This design comes from an exercise in tuning for small area and a short achievable clock period on the open sky130 flow, not from production work.
At most, simulation tests tie the RTL to the original design; equivalence was not proved.
The flow treats the clock pin as an ideal source. Dropping or thinning the clock tree relies on that and would not hold on a real chip.
Power is estimated from default activity; no workload was simulated.

## old
Design video_frame_top, start of the top module:
module video_frame_top
(
   input  logic   clk,
   input  logic   arst_n,
   input  video_pkg::mode_t  mode,
   input  logic   cam_valid,
   input  logic   cam_frame_start,
   input  video_pkg::pixel_t cam_pixel,
   input  logic   copy_start,
   output logic   copy_done,
   output video_pkg::pixel_t vid_pixel,
   output logic   vid_hsync,
   output logic   vid_vsync,
   output logic   vid_blank
);
make LEC_CHECK=0 CAP_MARGIN=20 CORE_MARGIN=2 CORE_UTILIZATION=40 SETUP_SLACK_MARGIN=1.6 SLEW_MARGIN=20 finish   # period 3.5 ns
run.sh (not shown) runs the stock make flow with config.mk's settings and CLKGATE_MAP_FILE= SYNTH_SCRIPT=/design/flow/synth_recipe.tcl, a recipe that flattens the netlist after the stock synthesis.
old finished all stages; the layout is clean.
The inputs of new differ from those of old as listed below.
Settings: a deleted SETUP_SLACK_MARGIN that had been 1.6.
--- outcome ---
- Every stage of the flow completed for new, and the final layout passed the timing, design-rule and antenna checks.
- As far as routed wire length is concerned, old and new perform about the same.
- Cmp new vs old: first-pass GRT wire length higher in new
- Share of final layout cell area taken by clock buffers and inverters in new is 0.18 points lower than in old
- Diff new..old | inverter count | unchanged
- Clock power improves in new relative to old.
- The estimated power of new ends up lower than the estimate for old.
No functional check of the RTL was part of any run of this note.

---

The RTL this note starts from:
==> flow/design.v <==
package video_pkg;
   typedef enum logic [1:0] {
      mode_view,
      mode_source,
      mode_copy,
      mode_result
   } mode_t;
   typedef logic [7:0] pixel_t;
   typedef logic [$clog2(16 * 8)-1:0] vaddr_t;
   typedef logic [$clog2(64)-1:0] hcount_t;
   typedef logic [$clog2(30)-1:0] vcount_t;
endpackage
`timescale 1ns/1ps
module video_frame_top
(
   input  logic   clk,
   input  logic   arst_n,
   input  video_pkg::mode_t  mode,
   input  logic   cam_valid,
   input  logic   cam_frame_start,
   input  video_pkg::pixel_t cam_pixel,
   input  logic   copy_start,
   output logic   copy_done,
   output video_pkg::pixel_t vid_pixel,
   output logic   vid_hsync,
   output logic   vid_vsync,
   output logic   vid_blank
);
   logic [5:0] hcount;
   logic [4:0] vcount;
   logic       hblank, vblank, hsync, vsync, blank;
   logic       hwin, vwin;
   logic       next_hblank, next_vblank, next_hwin, next_vwin;
   logic       hreset, vreset;
   assign hreset = (hcount == 6'(64 - 1));
   assign vreset = hreset && (vcount == 5'(30 - 1));
   assign next_hblank = hreset ? 1'b0 : ((hcount == 6'(48 - 1)) ? 1'b1 : hblank);
   assign next_vblank = vreset ? 1'b0 :
                        ((hreset && vcount == 5'(24 - 1)) ? 1'b1 : vblank);
   assign next_hwin   = (hcount == 6'(8 - 1)) ? 1'b1 :
                        ((hcount == 6'(8 + 16 - 1)) ? 1'b0 : hwin);
   assign next_vwin   = (hreset && vcount == 5'(4 - 1)) ? 1'b1 :
                        ((hreset && vcount == 5'(4 + 8 - 1)) ? 1'b0 : vwin);
   video_pkg::mode_t mode_q;
   logic sel_data, sel_fill;
   always_ff @(posedge clk or negedge arst_n) begin
      if (!arst_n) begin
         hcount   <= '0;
         vcount   <= '0;
         hblank   <= 1'b0;
         vblank   <= 1'b0;
         hwin     <= 1'b0;
         vwin     <= 1'b0;
         hsync    <= 1'b1;
         vsync    <= 1'b1;
         blank    <= 1'b1;
         sel_data <= 1'b0;
         sel_fill <= 1'b0;
      end else begin
         hcount <= hreset ? '0 : hcount + 1'b1;
         if (hreset) begin
            vcount <= vreset ? '0 : vcount + 1'b1;
         end
         hblank <= next_hblank;
         vblank <= next_vblank;
         hwin   <= next_hwin;
         vwin   <= next_vwin;
         hsync  <= (hcount == 6'(52 - 1)) ? 1'b0 :
                   ((hcount == 6'(58 - 1)) ? 1'b1 : hsync);
         vsync  <= (hreset && vcount == 5'(26 - 1)) ? 1'b0 :
                   ((hreset && vcount == 5'(28 - 1)) ? 1'b1 : vsync);
         blank  <= next_vblank | next_hblank;
         sel_data <= next_hwin && next_vwin && mode_q[0];
         sel_fill <= !(next_vblank || next_hblank) && !(next_hwin && next_vwin);
      end
   end
   always_ff @(posedge clk) begin
      mode_q <= mode;
   end
   logic [6:0] wr_ptr;
   logic [6:0] this_addr;
   logic [3:0] wslot_idx;
   logic [3:0] phc;       
   logic [3:0] wps;       
   logic [2:0] wtagm;
   logic [7:0] wdat, wdat_n;
   logic [2:0] wtag;
   logic [3:0] wx;
   logic       wr0;       
   logic       wrw;       
   logic [15:0] wslot;
   logic [7:0] rd_q;
   logic       active;
   logic       cam_store;
   assign this_addr = cam_frame_start ? '0 : wr_ptr;
   assign cam_store = cam_valid && (mode == video_pkg::mode_view);
   assign wslot_idx = cam_frame_start ? phc : wps;
   always_ff @(posedge clk or negedge arst_n) begin
      if (!arst_n) begin
         phc    <= 4'd5;
         wps    <= 4'd5;
         wr_ptr <= '0;
         wr0    <= 1'b0;
         wrw    <= 1'b0;
      end else begin
         phc <= phc - 1'b1;
         if (cam_valid) begin
            wr_ptr <= this_addr + 1'b1;
            wps    <= cam_frame_start ? phc : wps;
         end else if (cam_frame_start) begin
            wr_ptr <= '0;
            wps    <= phc - 1'b1;
         end else begin
            wps    <= wps - 1'b1;
         end
         wr0 <= cam_store && (this_addr[6:4] == 3'd0);
         wrw <= cam_store && (this_addr[6:4] != 3'd0);
      end
   end
   always_ff @(posedge clk) begin
      wdat   <= active ? rd_q : cam_pixel;
      wdat_n <= active ? ~rd_q : ~cam_pixel;
      wtag   <= this_addr[6:4];
      wtagm  <= this_addr[6:4] - 1'b1;
      wx     <= this_addr[3:0];
      for (int s = 0; s < 16; s++) begin
         wslot[s] <= (wslot_idx == 4'(s));
      end
   end
   logic [8:0] cnt;
   logic [2:0] crow;
   logic [5:0] ck;
   logic       ld;     
   logic       last;
   logic [7:0] cdata;
   logic [3:0] bsel;
   logic [7:0] we1;    
   assign crow = cnt[8:6];
   assign ck   = cnt[5:0];
   assign last = active && (cnt == {3'd7, 6'd58});
   always_ff @(posedge clk or negedge arst_n) begin
      if (!arst_n) begin
         active    <= 1'b0;
         copy_done <= 1'b0;
      end else begin
         if (active) begin
            if (last) active <= 1'b0;
         end else if (copy_start) begin
            active <= 1'b1;
         end
         copy_done <= last;
      end
   end
   always_ff @(posedge clk) begin
      cnt <= active ? cnt + 1'b1 : '0;
   end
   always_ff @(posedge clk) begin
      ld <= active && (ck >= 6'd25) && (ck <= 6'd40);
      for (int r = 0; r < 8; r++) begin
         we1[r] <= active && (ck >= 6'd42) && (ck <= 6'd57) && (crow == 3'(r));
      end
   end
   logic [7:0] wh_d [16];
   logic [15:1] wh_v;
   logic [15:0] wh_in;
   logic [3:0] xl, xl_n;
   logic [2:0] rl, rl_n, rlm, rlm_n;
   logic [3:0] xq;        
   logic       cmp_q, cmpw_q;
   logic [2:0] ctag_n;
   logic [7:1] cm;        
   always_comb begin
      for (int j = 0; j < 16; j++) begin
         wh_in[j] = (wrw && wslot[j]) || (j == 15 && ld);
      end
   end
   assign xl_n   = wrw ? wx : xl;
   assign rl_n   = wrw ? wtag : rl;
   assign rlm_n  = wrw ? wtagm : rlm;
   assign ctag_n = wrw ? (cmpw_q ? wtag : wtagm) : (cmp_q ? rl : rlm);
   always_ff @(posedge clk or negedge arst_n) begin
      if (!arst_n) begin
         xq   <= 4'd11;
         wh_v <= '0;
         cm   <= '0;
      end else begin
         xq <= xq + 1'b1;
         for (int j = 1; j < 15; j++) begin
            wh_v[j] <= (wrw && wslot[j]) || wh_v[j+1];
         end
         for (int r = 1; r < 8; r++) begin
            cm[r] <= ((wrw && wslot[0]) || wh_v[1]) && (ctag_n == 3'(r));
         end
         wh_v[15] <= wrw && wslot[15];
      end
   end
   always_ff @(posedge clk) begin
      for (int j = 0; j < 16; j++) begin
         if (wh_in[j]) begin
            wh_d[j] <= (j % 2 == 1) ? ~wdat : ~wdat_n;
         end else begin
            wh_d[j] <= ~wh_d[(j + 1) % 16];
         end
      end
      cmp_q  <= (xq <= xl_n);
      cmpw_q <= (xq <= this_addr[3:0]);
      xl  <= xl_n;
      rl  <= rl_n;
      rlm <= rlm_n;
      bsel  <= {phc[2:0] + 3'd1, 1'b1};   
   end
   assign cdata = ~wh_d[bsel];
   logic [7:0] b0 [8][16];
   logic [7:0] b1 [8][16];
   always_ff @(posedge clk) begin
      for (int j = 0; j < 16; j++) begin
         if (wr0 && wslot[j]) begin
            b0[0][j] <= (j % 2 == 1) ? ~wdat : ~wdat_n;
         end else begin
            b0[0][j] <= ~b0[0][(j + 1) % 16];
         end
      end
      for (int r = 1; r < 8; r++) begin
         for (int j = 0; j < 15; j++) begin
            b0[r][j] <= b0[r][j+1];
         end
         b0[r][15] <= cm[r] ? wh_d[0] : b0[r][0];
      end
      for (int r = 0; r < 8; r++) begin
         for (int j = 0; j < 15; j++) begin
            b1[r][j] <= b1[r][j+1];
         end
         b1[r][15] <= we1[r] ? cdata : b1[r][0];
      end
   end
   logic [2:0] rsel_nx;      
   logic       bsel1_nx;
   logic [7:0] rs0, rs1;     
   logic [7:0] tap;
   assign rsel_nx  = active ? crow : (vcount[2:0] ^ 3'd4);
   assign bsel1_nx = !active && (mode_q == video_pkg::mode_result);
   always_comb begin
      tap = '0;
      for (int r = 0; r < 8; r++) begin
         tap = tap | ({8{rs0[r]}} & b0[r][0]) | ({8{rs1[r]}} & b1[r][0]);
      end
   end
   always_ff @(posedge clk) begin
      for (int r = 0; r < 8; r++) begin
         rs0[r] <= !bsel1_nx && (rsel_nx == 3'(r));
         rs1[r] <= bsel1_nx && (rsel_nx == 3'(r));
      end
      rd_q <= tap;
   end
   logic vid_hsync_n, vid_vsync_n, vid_blank_n;
   assign vid_hsync = ~vid_hsync_n;
   assign vid_vsync = ~vid_vsync_n;
   assign vid_blank = ~vid_blank_n;
   always_ff @(posedge clk or negedge arst_n) begin
      if (!arst_n) begin
         vid_pixel   <= '0;
         vid_hsync_n <= 1'b0;
         vid_vsync_n <= 1'b0;
         vid_blank_n <= 1'b0;
      end else begin
         vid_hsync_n <= ~hsync;
         vid_vsync_n <= ~vsync;
         vid_blank_n <= ~blank;
         vid_pixel <= sel_data ? rd_q : {sel_fill, 7'd0};
      end
   end
endmodule
Settings: LEC_CHECK=0, CAP_MARGIN=20, CORE_MARGIN=2, CORE_UTILIZATION=65, PLACE_DENSITY=0.75, SETUP_SLACK_MARGIN=1.8, SLEW_MARGIN=20; clock period 3.5 ns.
standard.sh (not shown) runs the stock make flow with config.mk's settings and CLKGATE_MAP_FILE= SYNTH_SCRIPT=/design/flow/synth_recipe.tcl, a recipe that flattens the netlist after the stock synthesis.
==> flow/flow/run.sh <==
#!/bin/bash
# Standard layout with two extra steps:
#  - before CTS, a hand-built two-level clock tree (flow/pre_cts.tcl)
#    replaces TritonCTS; the rest of the CTS step (legalisation, setup and
#    hold repair) runs as usual;
#  - before detailed placement, each output port's register (and the
#    inverter after it, if any) is moved next to the port's output buffer.
set -euo pipefail
here=$(pwd)
export PRE_DETAIL_PLACE_TCL="$here/flow/out_regs.tcl"
export PRE_CTS_TCL="$here/flow/pre_cts.tcl"
bash standard.sh > "$here/standard.log" 2>&1
==> flow/flow/pre_cts.tcl <==
# Build the clock tree by hand (see manual_cts.tcl) in place of TritonCTS:
# the clock port feeds four root buffers, each root a group of leaf
# buffers, each leaf a compact cluster of about 36 register clock pins.
source [file join [file dirname [info script]] manual_cts.tcl]
mcts_build 36 4
# the flow's CTS call then only marks the clock as propagated
proc clock_tree_synthesis { args } {
  set_propagated_clock [all_clocks]
  puts "clock tree built by manual_cts.tcl"
}
Other scripts of this flow, unchanged in this note and not shown: flow/flow/manual_cts.tcl, flow/flow/out_regs.tcl
==> next run, changes <==
--- a/flow/flow/pre_cts.tcl
+++ b/flow/flow/pre_cts.tcl
@@ -3 +3 @@
-# buffers, each leaf a compact cluster of about 36 register clock pins.
+# buffers, each leaf a compact cluster of about 32 register clock pins.
@@ -5 +5 @@
-mcts_build 36 4
+mcts_build 32 4
- CORE_UTILIZATION: 65 -> 72
- PLACE_DENSITY: 0.75 -> 0.82
- SETUP_SLACK_MARGIN: 1.8 -> 1.75
What happened: Clock skew decreases by 0.024 ns. Core utilization grows by 7.9 points. Total power rose slightly. Worst setup slack got worse by 0.056 ns. Die area goes down by roughly a tenth. Cell area barely changes. Combinational power hardly moves.
==> next run, changes <==
- CORE_UTILIZATION: 72 -> 65
- PLACE_DENSITY: 0.82 -> 0.75
- SETUP_SLACK_MARGIN: 1.75 -> 1.7
What happened: The changed run passed the timing, design-rule and antenna checks. Sequential cell count stays the same. Sequential power hardly moves. Routed wire length went down by 7.6%. Power went down by 0.45%. Setup slack gains 0.020 ns. Global-route usage went down by 4.8 points. Clock skew went up by 0.0045 ns. Combinational power barely changes. Register-to-register slack barely changes.
==> next run, changes <==
--- a/flow/flow/pre_cts.tcl
+++ b/flow/flow/pre_cts.tcl
@@ -3 +3 @@
-# buffers, each leaf a compact cluster of about 32 register clock pins.
+# buffers, each leaf a compact cluster of about 36 register clock pins.
@@ -5 +5 @@
-mcts_build 32 4
+mcts_build 36 4
- SETUP_SLACK_MARGIN: 1.7 -> 1.75
Result: The new run went through all stages and came out clean. Sequential power barely changes. Fmax went up by 1.3%. Worst setup slack improved by 0.023 ns. Wire length drops by 2.3%. Final area drops by 0.47%. Global-route usage fell by 0.33 points. Synthesized area is unchanged. Power came out lower by 1.4%. Via count is lower by 0.78%.
==> next run, changes <==
--- a/flow/flow/pre_cts.tcl
+++ b/flow/flow/pre_cts.tcl
@@ -3 +3 @@
-# buffers, each leaf a compact cluster of about 36 register clock pins.
+# buffers, each leaf a compact cluster of about 32 register clock pins.
@@ -5 +5 @@
-mcts_build 36 4
+mcts_build 32 4
Area after synthesis is unchanged.
Die area is unchanged.
Sequential power barely changes.
Synthesized cell count does not change.
Fmax goes down by 1.3%.
In every run of this note, the design's own scripts or RTL, not TritonCTS, make the clock network.

---

== v4 ==
Another version of the RTL of video_frame_top (not shown whole).
Size in the first run: ~27 I/O pins.
Settings: LEC_CHECK=0, CAP_MARGIN=20, CORE_MARGIN=2, CORE_UTILIZATION=65, PLACE_DENSITY=0.75, SETUP_SLACK_MARGIN=1.85, SLEW_MARGIN=20; clock period 3.5 ns.
Scripts as last shown in full above: flow/flow/run.sh
Other scripts of this flow, unchanged in this note and not shown: flow/flow/manual_cts.tcl, flow/flow/out_regs.tcl, flow/flow/pre_cts.tcl
Edits applied to the flow inputs when going from v4 to v36:
- SETUP_SLACK_MARGIN changed from 1.85 to 1.75
[summary]
Changes observed in v36 relative to v4: placement-stage cell area saw little to no change; layout net count saw little to no change; number of global-route vias before repair saw an increase.
Diff v4 -> v36: cell count neither gained nor lost much; total global-route track usage picked up an extra 0.27 points; static leakage lost about 0.6%; met3 wirelength from detailed routing lost 13%; first-pass GRT wire length picked up an extra about 1.5%.
v36 vs. v4: fraction of final layout cells with drive strength greater than 1 lower; power roughly the same.
Function was not checked in any run of this note: the RTL went through the layout flow alone. In every run of this note, the design's own scripts or RTL, not TritonCTS, make the clock network.

---

Another version of the RTL of video_frame_top (not shown whole).
For scale: about 2300 flip-flops, about 55000 um^2 of cells after synthesis.
Settings: LEC_CHECK=0, CAP_MARGIN=20, CORE_MARGIN=2, CORE_UTILIZATION=75, CTS_CLUSTER_DIAMETER=80, CTS_CLUSTER_SIZE=32, PLACE_DENSITY=0.85, SETUP_SLACK_MARGIN=1.6, SLEW_MARGIN=20; clock period 3.5 ns.
run.sh (not shown) runs the stock make flow with config.mk's settings and CLKGATE_MAP_FILE= SYNTH_SCRIPT=/design/flow/synth_recipe.tcl, a recipe that flattens the netlist after the stock synthesis.
Stock flow here: none of the scripts above is used.
Change:
==> flow/flow/run.sh (new file) <==
#!/bin/bash
# Standard layout, with one extra step before detailed placement: each
# output port's register (and the inverter after it, if any) is moved next
# to the port's output buffer, so the register drives a short wire.
set -euo pipefail
here=$(pwd)
export PRE_DETAIL_PLACE_TCL="$here/flow/out_regs.tcl"
bash standard.sh > "$here/standard.log" 2>&1
==> flow/flow/out_regs.tcl (new file) <==
# Move the cells that drive each output buffer next to that buffer.
set block [ord::get_db_block]
proc out_driver { net } {
  foreach it [$net getITerms] {
    if {[$it isOutputSignal]} { return [$it getInst] }
  }
  return ""
}
set moved 0
foreach bt [$block getBTerms] {
  if {[$bt getIoType] ne "OUTPUT"} { continue }
  set net [$bt getNet]
  if {$net eq "NULL"} { continue }
  set buf [out_driver $net]
  if {$buf eq ""} { continue }
  set loc [$buf getLocation]
  set inst $buf
  for {set k 0} {$k < 3} {incr k} {
    set in_net ""
    foreach it [$inst getITerms] {
      if {[$it isInputSignal] && [$it getNet] ne "NULL"} { set in_net [$it getNet] }
    }
    if {$in_net eq ""} { break }
    if {[llength [$in_net getITerms]] != 2 || [llength [$in_net getBTerms]] != 0} { break }
    set d [out_driver $in_net]
    if {$d eq ""} { break }
    $d setLocation [lindex $loc 0] [lindex $loc 1]
    incr moved
    puts "out_regs: [$d getName] -> next to [$buf getName]"
    if {[[$d getMaster] isSequential]} { break }
    set inst $d
  }
}
puts "out_regs: moved $moved cells"
==> flow/standard.sh (new file) <==
#!/bin/bash
# synth_recipe.tcl (not shown) runs the flow's synth.tcl, then flattens the netlist and writes it again
# the make line also repeats each setting of config.mk as NAME=value (left out here)
make -C /OpenROAD-flow-scripts/flow DESIGN_CONFIG=/design/flow/config.mk WORK_HOME=/design/flow/orfs CLKGATE_MAP_FILE= SYNTH_SCRIPT=/design/flow/synth_recipe.tcl "${@:-finish}"
- CORE_UTILIZATION: 75 -> 65
- PLACE_DENSITY: 0.85 -> 0.75
removed: flow/run.sh
Outcome:
- This time the run finished but failed the layout checks on antenna rules
- design area came out lower slightly
- non-clock buffer count came out lower by 16
- via count came out lower by a little under a tenth
- routed wire length came out lower by about a fifth
- power came out lower by a few percent
- worst setup slack improves by 0.14 ns
- worst hold slack improves by 0.0053 ns
- count of clock-buffer cells in the layout came out lower by 6
- area after synthesis is unchanged
- die area came out higher by about a fifth
- first-iteration DRC count came out lower by a quarter to a third
Change:
==> flow/run.sh (new file) <==
#!/bin/bash
# synth_recipe.tcl (not shown) runs the flow's synth.tcl, then flattens the netlist and writes it again
# the make line also repeats each setting of config.mk as NAME=value (left out here)
make -C /OpenROAD-flow-scripts/flow DESIGN_CONFIG=/design/flow/config.mk WORK_HOME=/design/flow/orfs CLKGATE_MAP_FILE= SYNTH_SCRIPT=/design/flow/synth_recipe.tcl finish
removed: flow/flow/run.sh
removed: flow/flow/out_regs.tcl
removed: flow/standard.sh
What happened: Now the flow completed without violations; synthesized cell count stays the same; global-route usage fell by 0.21 points; clock skew is about the same; cell count fell by 0.44%; cell area fell by 0.49%; die area does not change; maximum frequency fell by 5.8%; wire length fell by 1.8%; clock power is about the same.
Function was not checked in any run of this note: the RTL went through the layout flow alone.

==> port drivers added, routing unchanged <==
The flow's constraints put no driver on any port. The routed layouts listed below were extracted and timed again, unchanged, in two steps. Step 1: set_driving_cell puts a clkbuf_16 on clk and a buf_2 on each other input, an assumption about the parent block. Step 2 also shifts input and output timing later by t, the mid clock arrival at the registers, as if the neighbouring blocks saw the same clock. Three values: no drivers, after step 1, after step 2; two values: the first two.
run	t (ns)	setup slack, ns	worst hold slack (ns)	clock arrival spread, ns
old	0.895	1.245 / 1.168 / 1.340	0.306 / 0.254 / 0.306	0.036 / 0.036
new	0.888	0.779 / 0.704 / 0.794	0.310 / 0.263 / 0.310	0.035 / 0.034
the first run of note 2	0.650	1.746 / 1.611 / 1.368	0.298 / 0.192 / 0.313	0.058 / 0.058
the second run of note 2	0.662	1.690 / 1.560 / 1.350	0.162 / 0.076 / 0.320	0.036 / 0.036
the third run of note 2	0.661	1.710 / 1.576 / 1.260	0.053 / -0.057 / 0.312	0.040 / 0.039
the fourth run of note 2	0.648	1.732 / 1.600 / 1.321	0.270 / 0.162 / 0.309	0.065 / 0.066
the fifth run of note 2	0.667	1.710 / 1.573 / 1.251	0.242 / 0.130 / 0.316	0.039 / 0.039
v4	0.670	1.605 / 1.562 / 1.402	0.255 / 0.138 / 0.313	0.037 / 0.037
v36	0.671	1.686 / 1.548 / 1.279	0.258 / 0.145 / 0.310	0.051 / 0.051
the first run of note 4	0.747	1.362 / 1.362 / 1.046	0.049 / 0.025 / 0.325	0.036 / 0.036
the second run of note 4	0.728	1.504 / 1.504 / 1.132	0.054 / 0.031 / 0.308	0.041 / 0.041
the third run of note 4	0.734	1.381 / 1.317 / 0.972	0.031 / 0.005 / 0.312	0.045 / 0.044
For the fifth run of note 2, which loses most, drivers alone change the setup slack by -0.137 ns; drivers and shift together by -0.459 ns.
